This is an optimization exercise on Yosys and OpenROAD, whose aim is small area, not a production implementation. The RTL was checked by simulation tests, not by an equivalence proof against the original design. Power is estimated from default activity; no workload was simulated.

File: flow/design.v
package lock_pkg;
  typedef logic [3:0] digit_t;
  typedef digit_t [4-1:0] code_t;
  typedef digit_t [20-1:0] entry_t;   
  typedef logic [1:0] code_sel_t;
  typedef logic [2:0] tries_t;
  typedef enum logic [3:0] {
    STARTUP,
    LOCKED,
    VALIDATE,
    BEEP,
    PENALTY,
    LOCKOUT,
    UNLOCKED,
    OPEN,
    DEBOUNCE_UNLOCK,
    DEBOUNCE_LOCK
  } lock_state_t;
  typedef enum logic [2:0] {
    TMR_DEBOUNCE,
    TMR_RELOCK,
    TMR_BEEP,
    TMR_PENALTY,
    TMR_LOCKOUT
  } timer_sel_t;
endpackage
`timescale 1ns/1ps
module code_bank (
  input  logic                                   clk,
  input  logic                                   rst,
  input  logic                                   code_wr,
  input  lock_pkg::code_sel_t                    code_sel,
  input  lock_pkg::code_t                        code_value,
  output lock_pkg::code_t [4-1:0]  codes,
  output logic [4-1:0]             code_ok
);
  always_ff @(posedge clk, posedge rst) begin
    if (rst) begin
      code_ok <= '0;
    end
    else if (code_wr) begin
      code_ok[code_sel] <= 1'b1;
    end
  end
  logic [16*4-1:0] code_bits;
  always_ff @(posedge clk) begin
    for (int c = 0; c < 4; c++) begin
      if (code_wr && (code_sel == c[1:0])) begin
        code_bits[16*c +: 16] <= code_value;   
      end
    end
  end
  assign codes = code_bits;
endmodule
`timescale 1ns/1ps
module code_matcher (
  input  logic                                   clk,
  input  logic                                   rst,
  input  logic                                   accept,
  input  lock_pkg::entry_t                       entry,
  input  lock_pkg::code_t [4-1:0]  codes,
  input  logic [4-1:0]             code_ok,
  output logic                                   match_valid,
  output logic                                   match
);
  lock_pkg::entry_t entry_q;
  always_ff @(posedge clk) begin
    if (accept) begin
      entry_q <= entry;
    end
  end
  always_ff @(posedge clk, posedge rst) begin
    if (rst) begin
      match_valid <= 1'b0;
    end
    else begin
      match_valid <= accept;
    end
  end
  logic [4*20-1:0] entry_bits;
  logic [16*4-1:0]   code_bits;
  assign entry_bits = entry_q;
  assign code_bits  = codes;
  always_comb begin
    match = 1'b0;
    for (int c = 0; c < 4; c++) begin
      for (int p = 0; p <= 20 - 4; p++) begin
        if (code_ok[c] && (entry_bits[4*p +: 4*4] == code_bits[16*c +: 16])) begin
          match = 1'b1;
        end
      end
    end
  end
endmodule
`timescale 1ns/1ps
module lock_timer (
  input  logic                  clk,
  input  logic                  rst,
  input  logic                  timer_start,
  input  lock_pkg::timer_sel_t  timer_sel,
  output logic                  expired
);
  logic [8-1:0] len;
  logic [8-1:0] count;
  logic                     running;
  always_comb begin
    case (timer_sel)
      lock_pkg::TMR_DEBOUNCE: len = 8'(8);
      lock_pkg::TMR_RELOCK:   len = 8'(40);
      lock_pkg::TMR_BEEP:     len = 8'(6);
      lock_pkg::TMR_PENALTY:  len = 8'(12);
      default:                len = 8'(60);
    endcase
  end
  assign expired = running && (count == '0);   
  always_ff @(posedge clk, posedge rst) begin
    if (rst) begin
      running <= 1'b0;
      count   <= '0;
    end
    else if (timer_start) begin
      running <= 1'b1;
      count   <= len - 8'(1);   
    end
    else if (running) begin
      if (count == '0) begin
        running <= 1'b0;
      end
      else begin
        count <= count - 8'(1);
      end
    end
  end
endmodule
`timescale 1ns/1ps
module lock_fsm (
  input  logic                  clk,
  input  logic                  rst,
  input  logic                  door_open,
  input  logic                  inside_button,
  input  logic                  entry_valid,
  input  lock_pkg::entry_t      entry,
  input  logic                  match_valid,
  input  logic                  match,
  input  logic                  expired,
  output logic                  accept,
  output logic                  timer_start,
  output lock_pkg::timer_sel_t  timer_sel,
  output logic                  bolt,
  output logic                  beep,
  output logic                  keypad_en,
  output lock_pkg::tries_t      fail_count
);
  lock_pkg::lock_state_t state;
  lock_pkg::lock_state_t state_d;
  lock_pkg::tries_t      fail_d;
  logic                  held;     
  logic                  held_d;
  logic                  key_error;
  logic                  key_confirm;
  logic [4*20-1:0] entry_bits;   
  assign entry_bits = entry;
  assign key_error   = entry_valid && (entry_bits[3:0] == 4'hE);
  assign key_confirm = entry_valid && (entry_bits[3:0] != 4'hE) &&
                       (entry_bits[3:0] != 4'hF);
  always_comb begin
    state_d     = state;
    fail_d      = fail_count;
    held_d      = held;
    accept      = 1'b0;
    timer_start = 1'b0;
    timer_sel   = lock_pkg::TMR_DEBOUNCE;
    case (state)
      lock_pkg::STARTUP: begin
        if (!door_open) state_d = lock_pkg::LOCKED;
      end
      lock_pkg::LOCKED: begin
        if (key_error) begin
          state_d     = lock_pkg::BEEP;
          timer_start = 1'b1;
          timer_sel   = lock_pkg::TMR_BEEP;
        end
        else if (key_confirm) begin
          state_d = lock_pkg::VALIDATE;
          accept  = 1'b1;
        end
        else if (inside_button) begin
          state_d     = lock_pkg::DEBOUNCE_UNLOCK;
          timer_start = 1'b1;
          held_d      = 1'b0;
        end
      end
      lock_pkg::VALIDATE: begin
        if (match_valid && match) begin
          state_d     = lock_pkg::UNLOCKED;
          timer_start = 1'b1;
          timer_sel   = lock_pkg::TMR_RELOCK;
        end
        else if (match_valid) begin
          state_d     = lock_pkg::PENALTY;
          fail_d      = fail_count + lock_pkg::tries_t'(1);
          timer_start = 1'b1;
          timer_sel   = lock_pkg::TMR_PENALTY;
        end
      end
      lock_pkg::BEEP: begin
        if (expired) state_d = lock_pkg::LOCKED;
      end
      lock_pkg::PENALTY: begin
        if (expired && (fail_count >= lock_pkg::tries_t'(5))) begin
          state_d     = lock_pkg::LOCKOUT;
          timer_start = 1'b1;
          timer_sel   = lock_pkg::TMR_LOCKOUT;
        end
        else if (expired) begin
          state_d = lock_pkg::LOCKED;
        end
      end
      lock_pkg::LOCKOUT: begin
        if (expired) begin
          state_d = lock_pkg::LOCKED;
          fail_d  = '0;
        end
      end
      lock_pkg::UNLOCKED: begin
        if (door_open) begin
          state_d = lock_pkg::OPEN;
        end
        else if (inside_button) begin
          state_d     = lock_pkg::DEBOUNCE_LOCK;
          timer_start = 1'b1;
          held_d      = 1'b0;
        end
        else if (expired) begin
          state_d = lock_pkg::LOCKED;   
          fail_d  = '0;
        end
      end
      lock_pkg::OPEN: begin
        if (!door_open) begin
          state_d     = lock_pkg::UNLOCKED;
          timer_start = 1'b1;
          timer_sel   = lock_pkg::TMR_RELOCK;
        end
      end
      lock_pkg::DEBOUNCE_UNLOCK: begin
        if (!inside_button && (held || expired)) begin
          state_d     = lock_pkg::UNLOCKED;
          timer_start = 1'b1;
          timer_sel   = lock_pkg::TMR_RELOCK;
        end
        else if (!inside_button) begin
          state_d = lock_pkg::LOCKED;   
        end
        else if (expired) begin
          held_d = 1'b1;
        end
      end
      lock_pkg::DEBOUNCE_LOCK: begin
        if (!inside_button && (held || expired)) begin
          state_d = lock_pkg::LOCKED;
          fail_d  = '0;
        end
        else if (!inside_button) begin
          state_d     = lock_pkg::UNLOCKED;
          timer_start = 1'b1;
          timer_sel   = lock_pkg::TMR_RELOCK;
        end
        else if (expired) begin
          held_d = 1'b1;
        end
      end
      default: state_d = lock_pkg::STARTUP;
    endcase
  end
  always_ff @(posedge clk, posedge rst) begin
    if (rst) begin
      state      <= lock_pkg::STARTUP;
      fail_count <= '0;
      held       <= 1'b0;
    end
    else begin
      state      <= state_d;
      fail_count <= fail_d;
      held       <= held_d;
    end
  end
  assign bolt = (state == lock_pkg::LOCKED) || (state == lock_pkg::VALIDATE) ||
                (state == lock_pkg::BEEP) || (state == lock_pkg::PENALTY) ||
                (state == lock_pkg::LOCKOUT) || (state == lock_pkg::DEBOUNCE_UNLOCK);
  assign beep      = (state == lock_pkg::BEEP);
  assign keypad_en = (state == lock_pkg::LOCKED);
endmodule
`timescale 1ns/1ps
module lock_top (
  input  logic                 clk,
  input  logic                 rst,
  input  logic                 door_open,
  input  logic                 inside_button,
  input  lock_pkg::entry_t     entry,
  input  logic                 entry_valid,
  input  logic                 code_wr,
  input  lock_pkg::code_sel_t  code_sel,
  input  lock_pkg::code_t      code_value,
  output logic                 bolt,
  output logic                 beep,
  output logic                 keypad_en,
  output lock_pkg::tries_t     fail_count
);
  lock_pkg::code_t [4-1:0] codes;
  logic [4-1:0]            code_ok;
  logic                                  accept;
  logic                                  match_valid;
  logic                                  match;
  logic                                  timer_start;
  lock_pkg::timer_sel_t                  timer_sel;
  logic                                  expired;
  code_bank u_bank (
    .clk        (clk),
    .rst        (rst),
    .code_wr    (code_wr),
    .code_sel   (code_sel),
    .code_value (code_value),
    .codes      (codes),
    .code_ok    (code_ok)
  );
  code_matcher u_matcher (
    .clk         (clk),
    .rst         (rst),
    .accept      (accept),
    .entry       (entry),
    .codes       (codes),
    .code_ok     (code_ok),
    .match_valid (match_valid),
    .match       (match)
  );
  lock_timer u_timer (
    .clk         (clk),
    .rst         (rst),
    .timer_start (timer_start),
    .timer_sel   (timer_sel),
    .expired     (expired)
  );
  lock_fsm u_fsm (
    .clk           (clk),
    .rst           (rst),
    .door_open     (door_open),
    .inside_button (inside_button),
    .entry_valid   (entry_valid),
    .entry         (entry),
    .match_valid   (match_valid),
    .match         (match),
    .expired       (expired),
    .accept        (accept),
    .timer_start   (timer_start),
    .timer_sel     (timer_sel),
    .bolt          (bolt),
    .beep          (beep),
    .keypad_en     (keypad_en),
    .fail_count    (fail_count)
  );
endmodule
File: flow/run.sh
#!/bin/bash
# synth_recipe.tcl (not shown) runs the flow's synth.tcl, then flattens the netlist and writes it again
# the make line also repeats each setting of config.mk as NAME=value (left out here)
make -C /OpenROAD-flow-scripts/flow DESIGN_CONFIG=/design/flow/config.mk WORK_HOME=/design/flow/orfs CLKGATE_MAP_FILE= SYNTH_SCRIPT=/design/flow/synth_recipe.tcl finish
File: flow/config.mk
export PLATFORM = sky130hd
export DESIGN_NAME = lock_top
export DESIGN_NICKNAME = lock_top
export VERILOG_FILES = /design/flow/design.v
export SDC_FILE = /design/flow/constraint.sdc
export NUM_CORES = 4
export LEC_CHECK = 0
export CAP_MARGIN = 20
export CORE_MARGIN = 2
export CORE_UTILIZATION = 40
export SLEW_MARGIN = 20
File: flow/constraint.sdc
create_clock -name core_clock -period 10.0 [get_ports {clk}]
set_input_delay 2.0000 -clock core_clock [delete_from_list [all_inputs] [get_ports {clk}]]
set_output_delay 2.0000 -clock core_clock [all_outputs]
set_load 0.01 [all_outputs]
==> results.sh <==
export IMPL_syn_nets=2159
export IMPL_final_cells=2669
export IMPL_wire_per_inst_um=24.9
export IMPL_ant_nets=0
export IMPL_clockRootBuffer="clkbuf_16"
export IMPL_antenna_cells=0
export IMPL_area_growth_pct=5.19
export IMPL_tightest_slew_ns=1.23
export IMPL_p_comb_share_pct=42.9
export IMPL_portBuffers=109
export IMPL_p_leak_uw=0.00614
export IMPL_fmax_mhz=227
export IMPL_die_x_um=227
export IMPL_hold_viol_final=0
export IMPL_async_flop_share_pct=13.3
export IMPL_synth_top_cell_area_share_pct=37.0
export IMPL_post_cts_setup_buffers=0
export IMPL_tns_ns=0
export IMPL_layout_min_cycle_time_ns=4.40
export IMPL_yosysSeqAreaShare_pct=24.6
export IMPL_fp_dieH_um=227
export IMPL_fin_crit_sh_pct=44.0
export IMPL_cts_max_level=4
export IMPL_synthAdderAreaFrac_pct=0.252
export IMPL_cts_buffers=17
export IMPL_insertion_delay_ns=0.48
export IMPL_rows=81
export IMPL_routed_via_density=5.93
export IMPL_start_util_pct=40.6
export IMPL_crit_chain="nand2b_1 -> or3_1 -> inv_2 -> clkdlybuf4s50_1"
export IMPL_place_gp_congestion=0.887
export IMPL_grt_pass1_wl_mm=101
export IMPL_ys_top_cells_by_area="xnor2_1 37%, edfxtp_1 22%, xor2_1 11%, nand4_1 7.2%, buf_4 5.9%"
export IMPL_synth_seq_cells=166
export IMPL_swShare_pct=40.0
export IMPL_cp_required_ns=8.00
export IMPL_grt_util_all_layers_pct=26.2
export IMPL_drive_above_1_share_pct=6.53
export IMPL_busiest_layer="met2"
export IMPL_io_pins=110
export IMPL_core_area_um2=49000
export IMPL_rsz0062_at_grt="false"
export IMPL_grt_met1_usage_pct=34.6
export IMPL_power_density_nw_per_um2=150
export IMPL_grt_pass1_vias=15600
export IMPL_regToRegEndpoint="u_timer.count[5]"
export IMPL_synthMuxAreaShare_pct=0.164
export IMPL_max_vdd_ir_drop_mv=0.186
export IMPL_yosysWarnings=4
export IMPL_synthSimpleGateAreaFrac_pct=13.7
export IMPL_synth_top_area_cell="xnor2_1"
export IMPL_synthCells=2051
export IMPL_hpwl_mm=43.8
export IMPL_crit_fanout=18
export IMPL_synth_compound_area_share_pct=1.77
export IMPL_layout_nets=2100
export IMPL_cp_endpoint="keypad_en"
export IMPL_num_vias=15800
export IMPL_p_switching_uw=1250
export IMPL_worstPathArrival_ns=2.40
export IMPL_cts_repair_resized=0
export IMPL_ctsLongestPathBuffers=2
export IMPL_final_max_slew_violation_count=0
export IMPL_r2r_setup_slack_ns=5.78
export IMPL_dr_first_iter_drc_count=1908
export IMPL_maxCapViolCount=0
export IMPL_path_class="reg2out"
export IMPL_r2r_start="u_bank.code_bits[7]"
export IMPL_intPower_uw=1880
export IMPL_antenna_found_initial=0
export IMPL_stdcell_area_um2=20900
export IMPL_drc=0
export IMPL_synth_edff_count=144
export IMPL_use_met3_pct=5.65
export IMPL_drt_pass1_iter_count=5
export IMPL_synth_most_common_cell="xnor2_1"
export IMPL_max_stage_delay_ns=0.74
export IMPL_synth_cell_area_um2=19900
export IMPL_grtUsageMet2_pct=41.2
export IMPL_grt_start_max_net_pins=65
export IMPL_ctsHoldBuffers=0
export IMPL_total_power_uw=3140
export IMPL_gr_total_overflow=0
export IMPL_startpoint="u_fsm.state[0]"
export IMPL_synth_cell_types=58
export IMPL_synth_top_family_by_area="XOR/XNOR gates"
export IMPL_dieArea_um2=51400
export IMPL_slew_headroom_pct=18.0
export IMPL_skew_ns=0.0104
export IMPL_critPathCaptureType="output pin"
export IMPL_slowest_stage="dfrtp_1"
export IMPL_clkPwrFrac_pct=20.3
export IMPL_path_clk_slew_ns=0.06
export IMPL_status="timing/DRC/antenna clean"
export IMPL_wirelength_mm=66.4
export IMPL_synth_main_ff_cell="edfxtp_1"
export IMPL_cts_tree="done"
export IMPL_seq_power_share_pct=36.7
export IMPL_synth_common_cells="838 x xnor2_1, 260 x xor2_1, 229 x nand4_1"
export IMPL_reg2reg_depth=12
export IMPL_startpoint_type="flop"
export IMPL_synth_xor_area_share_pct=48.4
export IMPL_setup_violations=0
export IMPL_placedCellCount=2630
export IMPL_syn_area_per_cell_um2=9.68
export IMPL_postPlaceCellArea_um2=20200
export IMPL_hp_class="reg2reg"
export IMPL_cts_sinks=166
worst min path at each step:
stage,slack (ns),startpoint,cells past startpoint,end
2_1_floorplan,0.44,u_bank.code_ok[0],1,u_bank.code_ok[0]
4_1_cts,0.54,u_bank.code_ok[3],1,u_bank.code_ok[3]
6_report,0.54,u_fsm.held,2,u_fsm.held
3_3_place_gp,0.52,u_bank.code_ok[3],1,u_bank.code_ok[3]
5_1_grt,0.56,u_bank.code_ok[3],1,u_bank.code_ok[3]
3_5_place_dp,0.52,u_bank.code_ok[3],1,u_bank.code_ok[3]
through the flow:
step / hold WS [ns] / utilization (%) / setup slack [ns]
finish: 0.538 / 42.7 / 5.60
global route: 0.564 / 42.7 / 5.53
CTS: 0.540 / 42.4 / 5.60
detailed placement: 0.523 / 41.3 / 5.59
global placement: 0.520 / 41.2 / 5.62
floorplan: 0.439 / - / 3.89
critical path, delay by kind of cell, from the launching register on:
family | cells | cell delay, ns
buf+inv | 2 | 0.60
flops | 1 | 0.74
simple gates | 2 | 0.57
power by group through the flow:
stage	registers [uW]	clock network (uW)	logic (uW)
floorplan	931	0	1270
global placement	1160	0	1280
detailed placement	1160	0	1320
CTS	1150	661	1320
global route	1160	685	1460
finish	1150	637	1350
registers in the layout (all words and copies together), names as in the netlist:
| name | count |
|---|---|
| u_timer.count | 8 |
| u_fsm.state | 4 |
| u_fsm.held | 1 |
| u_fsm.fail_count | 3 |
| u_bank.code_bits | 64 |
| u_timer.running | 1 |
| u_matcher.entry_q | 80 |
| u_bank.code_ok | 4 |
| u_matcher.match_valid | 1 |
area by class of cell:
type	count	area [um^2]
Fill cell	4688	28100
Multi-Input combinational cell	1604	12800
Sequential cell	166	4870
Timing Repair Buffer	191	1780
Tap cell	664	831
Clock buffer	19	443
Clock inverter	13	120
Inverter	12	45.0
kinds of logic (layout without fill, tap and decap cells):
group,Yosys count,count (layout)
buf+inv,281,235
xor+xnor,1098,1098
fa+ha+maj,4,4
mux,3,3
flops,166,166
compound gates,50,50
simple gates,449,449
cell usage in the layout (no fill, tap or decap), drive strengths merged, types with 19 or more instances in the layout:
cell / n
xnor2: 838
nor2: 24
nand4: 229
buf: 82
xor2: 260
clkbuf: 19
nor4: 124
clkdlybuf4s50: 109
dfrtp: 22
edfxtp: 144
layer usage:
metal / routed length [um] / vias to the layer above
met3: 6690 / 210
met1: 27400 / 7847
li1: - / 6787
met4: 2380 / 0
met2: 30000 / 978
met5: 0 / -

## re-timing with driven ports
The flow's constraints put no driver on any port. The routed layout listed below was extracted and timed again, unchanged, in two steps.
Step 1 (the two cells are an assumption about what drives the block):
set clk [get_ports {clk}]
set_driving_cell -lib_cell sky130_fd_sc_hd__clkbuf_16 $clk
set_driving_cell -lib_cell sky130_fd_sc_hd__buf_2 [delete_from_list [all_inputs] $clk]
Step 2 adds t to the input delays and takes it off the output delays; t is the mean of the earliest and latest rising clock arrival at the registers after step 1. Input paths then give back, and output paths get back, about the clock's delay inside the block.
Slacks: no drivers / after step 1 / after step 2; pairs: no drivers / after step 1.
shift t [ns]: 0.530
setup WS [ns]: 5.603 / 5.547 / 5.582
worst setup path after step 2: input to register
clock arrival spread, ns: 0.016 / 0.015
worst register clock-pin slew, ns: 0.07 / 0.07
After both steps setup and hold are still met in this run. For this run, drivers alone change the setup slack by -0.056 ns; drivers and shift together by -0.021 ns.
